What follows belongs to an exercise in optimizing a design on an open flow for small area; a production flow would make more cautious choices. Function was checked by simulation only, so behaviour that the tests miss may differ from the original.

===== design/flow/run.sh =====
#!/bin/bash
# synth_recipe.tcl (not shown) runs the flow's synth.tcl, then flattens the netlist and writes it again
# the make line also repeats each setting of config.mk as NAME=value (left out here)
make -C /OpenROAD-flow-scripts/flow DESIGN_CONFIG=/design/flow/config.mk WORK_HOME=/design/flow/orfs CLKGATE_MAP_FILE= SYNTH_SCRIPT=/design/flow/synth_recipe.tcl finish

===== design/flow/design.v =====
module digital_resonator_bank #(
  parameter int unsigned DATA_W    = 16,
  parameter int unsigned COEF_W    = 18,
  parameter int unsigned COEF_FRAC = 16,
  parameter int unsigned NUM_CH    = 4,
  localparam int unsigned CH_W     = (NUM_CH > 1) ? $clog2(NUM_CH) : 1
) (
  input  logic                     clk,
  input  logic                     reset_n,
  input  logic                     enable,
  input  logic                     clr,
  input  logic [NUM_CH*DATA_W-1:0] d,
  input  logic                     coef_we,
  input  logic [CH_W-1:0]          coef_ch,
  input  logic [1:0]               coef_sel,
  input  logic [COEF_W-1:0]        coef_data,
  output logic [NUM_CH*DATA_W-1:0] q,
  output logic                     q_valid,
  output logic                     busy,
  output logic                     sat_flag,
  output logic                     overrun
);
  localparam int unsigned PROD_W = DATA_W + COEF_W;
  localparam int unsigned ACC_W  = PROD_W + 2;
  localparam logic signed [COEF_W-1:0] G_ONE = COEF_W'(64'(1) << COEF_FRAC);
  typedef enum logic [2:0] {
    S_IDLE, S_MAC_G, S_MAC_A1, S_MAC_A2, S_STORE, S_DONE
  } state_t;
  state_t state, state_next;
  logic signed [COEF_W-1:0] g_sh   [NUM_CH];
  logic signed [COEF_W-1:0] a1_sh  [NUM_CH];
  logic signed [COEF_W-1:0] a2_sh  [NUM_CH];
  logic signed [COEF_W-1:0] g_act  [NUM_CH];
  logic signed [COEF_W-1:0] a1_act [NUM_CH];
  logic signed [COEF_W-1:0] a2_act [NUM_CH];
  logic signed [DATA_W-1:0] x_lat  [NUM_CH];
  logic signed [DATA_W-1:0] y1     [NUM_CH];
  logic signed [DATA_W-1:0] y2     [NUM_CH];
  logic signed [DATA_W-1:0] stage  [NUM_CH];
  logic [CH_W-1:0]          ch;
  logic                     last_ch;
  logic                     accept;
  logic signed [DATA_W-1:0] mul_x;
  logic signed [COEF_W-1:0] mul_c;
  logic signed [PROD_W-1:0] prod;
  logic signed [ACC_W-1:0]  acc;
  logic signed [DATA_W-1:0] res;
  logic                     clip;
  logic                     sat_acc;
  assign last_ch = (ch == CH_W'(NUM_CH - 1));
  assign accept  = (state == S_IDLE) && enable && !clr;
  always_ff @(posedge clk or negedge reset_n) begin
    if (!reset_n) state <= S_IDLE;
    else          state <= state_next;
  end
  always_comb begin
    state_next = state;
    if (clr) begin
      state_next = S_IDLE;
    end else begin
      case (state)
        S_IDLE:   if (enable) state_next = S_MAC_G;
        S_MAC_G:  state_next = S_MAC_A1;
        S_MAC_A1: state_next = S_MAC_A2;
        S_MAC_A2: state_next = S_STORE;
        S_STORE:  state_next = last_ch ? S_DONE : S_MAC_G;
        S_DONE:   state_next = S_IDLE;
        default:  state_next = S_IDLE;
      endcase
    end
  end
  always_comb begin
    mul_x = x_lat[ch];
    mul_c = g_act[ch];
    case (state)
      S_MAC_A1: begin mul_x = y1[ch]; mul_c = a1_act[ch]; end
      S_MAC_A2: begin mul_x = y2[ch]; mul_c = a2_act[ch]; end
      default:  ;
    endcase
  end
  assign prod = PROD_W'(mul_x) * PROD_W'(mul_c);
  logic signed [ACC_W-1:0] shifted;
  always_comb begin
    shifted = acc >>> COEF_FRAC;
    res     = shifted[DATA_W-1:0];
    clip    = 1'b0;
    if (!(&shifted[ACC_W-1:DATA_W-1] || ~|shifted[ACC_W-1:DATA_W-1])) begin
      clip = 1'b1;
      res  = shifted[ACC_W-1] ? {1'b1, {(DATA_W-1){1'b0}}}
                              : {1'b0, {(DATA_W-1){1'b1}}};
    end
  end
  always_ff @(posedge clk or negedge reset_n) begin
    if (!reset_n) begin
      for (int unsigned k = 0; k < NUM_CH; k++) begin
        g_sh[k]  <= G_ONE;
        a1_sh[k] <= '0;
        a2_sh[k] <= '0;
      end
    end else if (coef_we) begin
      for (int unsigned k = 0; k < NUM_CH; k++) begin
        if (coef_ch == CH_W'(k)) begin
          case (coef_sel)
            2'd0:    g_sh[k]  <= coef_data;
            2'd1:    a1_sh[k] <= coef_data;
            2'd2:    a2_sh[k] <= coef_data;
            default: ;
          endcase
        end
      end
    end
  end
  always_ff @(posedge clk or negedge reset_n) begin
    if (!reset_n) begin
      for (int unsigned k = 0; k < NUM_CH; k++) begin
        g_act[k]  <= G_ONE;
        a1_act[k] <= '0;
        a2_act[k] <= '0;
      end
    end else if (accept) begin
      for (int unsigned k = 0; k < NUM_CH; k++) begin
        g_act[k]  <= g_sh[k];
        a1_act[k] <= a1_sh[k];
        a2_act[k] <= a2_sh[k];
      end
    end
  end
  always_ff @(posedge clk or negedge reset_n) begin
    if (!reset_n) begin
      for (int unsigned k = 0; k < NUM_CH; k++) begin
        x_lat[k] <= '0;
        y1[k]    <= '0;
        y2[k]    <= '0;
        stage[k] <= '0;
      end
      ch       <= '0;
      acc      <= '0;
      sat_acc  <= 1'b0;
      q        <= '0;
      q_valid  <= 1'b0;
      busy     <= 1'b0;
      sat_flag <= 1'b0;
      overrun  <= 1'b0;
    end else begin
      q_valid <= 1'b0;
      busy    <= (state_next != S_IDLE);
      if (clr) begin
        for (int unsigned k = 0; k < NUM_CH; k++) begin
          y1[k] <= '0;
          y2[k] <= '0;
        end
        ch      <= '0;
        overrun <= 1'b0;
      end else begin
        if (enable && (state != S_IDLE)) overrun <= 1'b1;
        case (state)
          S_IDLE: begin
            if (enable) begin
              for (int unsigned k = 0; k < NUM_CH; k++)
                x_lat[k] <= d[k*DATA_W +: DATA_W];
              ch      <= '0;
              sat_acc <= 1'b0;
            end
          end
          S_MAC_G:  acc <= ACC_W'(prod);
          S_MAC_A1: acc <= acc + ACC_W'(prod);
          S_MAC_A2: acc <= acc - ACC_W'(prod);
          S_STORE: begin
            y2[ch]    <= y1[ch];
            y1[ch]    <= res;
            stage[ch] <= res;
            sat_acc   <= sat_acc | clip;
            if (!last_ch) ch <= ch + CH_W'(1);
          end
          S_DONE: begin
            for (int unsigned k = 0; k < NUM_CH; k++)
              q[k*DATA_W +: DATA_W] <= stage[k];
            q_valid  <= 1'b1;
            sat_flag <= sat_acc;
          end
          default: ;
        endcase
      end
    end
  end
endmodule

===== design/flow/config.mk =====
export PLATFORM = sky130hd
export DESIGN_NAME = digital_resonator_bank
export DESIGN_NICKNAME = digital_resonator_bank
export VERILOG_FILES = /design/flow/design.v
export SDC_FILE = /design/flow/constraint.sdc
export NUM_CORES = 4
export LEC_CHECK = 0
export CAP_MARGIN = 20
export CORE_MARGIN = 2
export CORE_UTILIZATION = 40
export SLEW_MARGIN = 20

===== design/flow/constraint.sdc =====
create_clock -name core_clock -period 20.0 [get_ports {clk}]
set_input_delay 4.0000 -clock core_clock [delete_from_list [all_inputs] [get_ports {clk}]]
set_output_delay 4.0000 -clock core_clock [all_outputs]
set_load 0.01 [all_outputs]

==> impl_metrics.toml <==
[sta]
hold_viol_final = 0
slew_violations = 0
rsz0062_at_grt = "no"
finalSetupTns_ps = 0
period_minus_slack_ps = 12900
worstMarginPinSlew_ps = 1190
whs_ps = 475
fin_skew_ps = 28.7
max_slew_margin_pct = 20.6
fin_crit_sh_pct = 64.5
setup-violations-final = 0
fmax_mhz = 77.5

[die]
initial_utilization_pct = 40.3
die_w_um = 343
core_sq_mm = 0.114
die-height_um = 343
die-area_sq_mm = 0.118
num_io_pins = 159
row_count = 124

[synth]
synthesis.nets = 4539
synthFlopType = "dfrtp_1"
yosys.area.top_type = "dfrtp_1"
netlist_instances = 4031
synth_compound_area_share_pct = 11.1
synth_edf_count = 0
syn_area_sq_mm = 0.0460
synth_xor_area_share_pct = 1.79
ys_seq_area_share_pct = 43.4
yosysMostFrequentCell = "dfrtp_1"
synth_seq_cells = 798
synth_top_area_share_pct = 43.0
synth_common_cells = "dfrtp_1, mux2_2, inv_1, nor2_1, fa_1"
ys_warn_count = 11
synth_area_leaders = "dfrtp_1, mux2_2, fa_1"
synthAdderAreaFrac_pct = 16.1
synthMuxAreaShare_pct = 15.7
synthSimpleGateAreaFrac_pct = 6.80
ys_types = 75
async_reset_ff_share_pct = 100
synth_area_per_cell_sq_um = 11.4
synth_top_family_by_area = "adder cells"

[clock_network]
cts_tree = "built"
clk-insertion-delay-late_ps = 660
cts_hold_buf = 0
cts_setup_buffers = 0
htree_levels = 3
cts_buffers = 83
cts_resized = 0
cts.sinks = 798
root_buffer = "clkbuf_16"
clk_pin_slew_ps = 60
clk_path_buf_depth = 3

[final_layout]
diodes = 0
syn_to_final_growth_pct = 13.3
final-instance-count-excl-fill = 5689
fillers = 10700
multi_input_area_sq_mm = 0.0238
drive_above_1_share_pct = 19.8
register_area_sq_mm = 0.0200
nets = 4617

[worst_setup_path]
path_max_fanout = 57
arrival_ps = 13380
max_stage_delay_ps = 740
cp-startpoint = "ch[0]"
startpoint_type = "flip-flop"
worstSetupEndpointType = "flip-flop"
r2r-start = "ch[0]"
worstPathRequired_ps = 20480
crit_type = "flip-flop to flip-flop"
crit_top_cell = "fa_1"
slowest_stage = "ha_4"

[place]
gp_congestion = 0.945
place_inst = 5535
port_buffers = 158
post-dp-hpwl_mm = 85.8

[flow_run]
drv_cap = 0

[worst_hold_path]
holdCritStartpoint = "stage[0][11]"
hp-class = "flip-flop to flip-flop"

[route]
first_pass_iters = 8
finalWirelength_mm = 124
via_per_inst = 5.53
detail-route-antenna-nets = 0
drc = 0
vias = 31500
drt_iter0_markers = 2703
wl_per_cell_um = 21.8

[global_route]
first_global_vias = 32500
grt_usage_pct = 21.4
antenna_found_initial = 3
grt_pass1_wl_mm = 196
grt_max_degree = 177
grt-ovfl-total = 0

[outcome]
status = "no timing/DRC/antenna violations"
## path summary, 6_finish.rpt
check	end	depth (start not counted)	slack [ps]
max in group asynchronous	stage[2][10]	4	13590
worst max-delay path	acc[35]	41	7100
min in group asynchronous	a1_act[1][9]	1	3360
worst max register to register	acc[35]	41	7100
worst min register to register	stage[0][11]	1	470
worst min-delay path	stage[0][11]	1	470
## cell families after synthesis
group	Yosys count
AND/OR/NAND/NOR	730
buffers and inverters	627
adder cells (fa/ha/maj)	417
multiplexers	648
AO/OA/AOI/OAI	717
XOR/XNOR	94
flip-flops	798
## layer usage
layer | wire [um] | vias up | track usage (%)
met5 | 11 | - | 0
met2 | 56700 | 1036 | 33.5
met3 | 8130 | 171 | 3.46
met1 | 56300 | 16300 | 31.0
met4 | 2720 | 2 | 5.15
li1 | - | 14000 | -
## area by class of cell
| cell class | instances | area share, % |
|---|---|---|
| Tap cell | 1512 | 3.63 |
| Clock inverter | 34 | 0.862 |
| Inverter | 398 | 2.87 |
| Timing Repair Buffer | 222 | 4.05 |
| Sequential cell | 798 | 38.3 |
| Multi-Input combinational cell | 2606 | 45.7 |
| Clock buffer | 119 | 4.53 |
## placed cells by master, fill, tap and decap left out, drive strengths merged, types with 24 or more instances in the layout
cell,count
dfrtp,790
mux2,563
inv,401
nor2,328
fa,292
nand2,253
clkdlybuf4s50,157
a21o,152
a21oi,138
o21ai,135
ha,125
clkbuf,119
a222oi,100
mux2i,84
buf,65
xnor2,61
a22o,50
xor2,33
o211ai,25
nand2b,24
## metrics by stage
step                      instance area, sq um  util [%]  setup WS [ps]
after floorplan                          46000         -           9070
after global placement                   49300      43.1           7350
after detailed placement                 49300      43.2           7270
after CTS                                52100      45.6           7200
after global routing                     52100      45.6           6050
final                                    52100      45.6           7100
## critical path, delay by kind of cell, from the launching register on
family                   cells  cell delay [ps]
AO/OA/AOI/OAI               16             4420
adder cells (fa/ha/maj)      9             4280
AND/OR/NAND/NOR              7             1920
buffers and inverters        6             1080
flip-flops                   1              480
multiplexers                 1              250
XOR/XNOR                     2              250
## sequential cells by signal, indices dropped and copies added, names as in the netlist, 36 cells and up
| name | flops |
|---|---|
| a1_act | 72 |
| a1_sh | 72 |
| a2_act | 72 |
| a2_sh | 72 |
| acc | 36 |
| g_act | 72 |
| g_sh | 72 |
| q | 64 |
| stage | 64 |
| x_lat | 64 |
| y1 | 64 |
| y2 | 64 |

separate check: timing with driven ports:
In the flow no input, the clock included, has a driving cell. The finished layout below was timed again as built, in two steps. Step 1: set_driving_cell puts a clkbuf_16 on clk and a buf_2 on each other input, an assumption about the parent block. Step 2, shift: input delay + t, output delay - t, t = (earliest + latest rising clock arrival at the registers) / 2. This alone moves slack from input paths to output paths. Slacks: ideal / step 1 / step 2; pairs: ideal / step 1.
shift t [ns]: 0.719
setup slack, ns: 7.101 / 7.101 / 7.101
worst slew at a driven data input, ns: 0.08
cell pins on the clock port's net: 1
After both steps setup and hold are still met in this run. For this run, drivers alone change the setup slack by 0.000 ns; drivers and shift together by 0.000 ns.
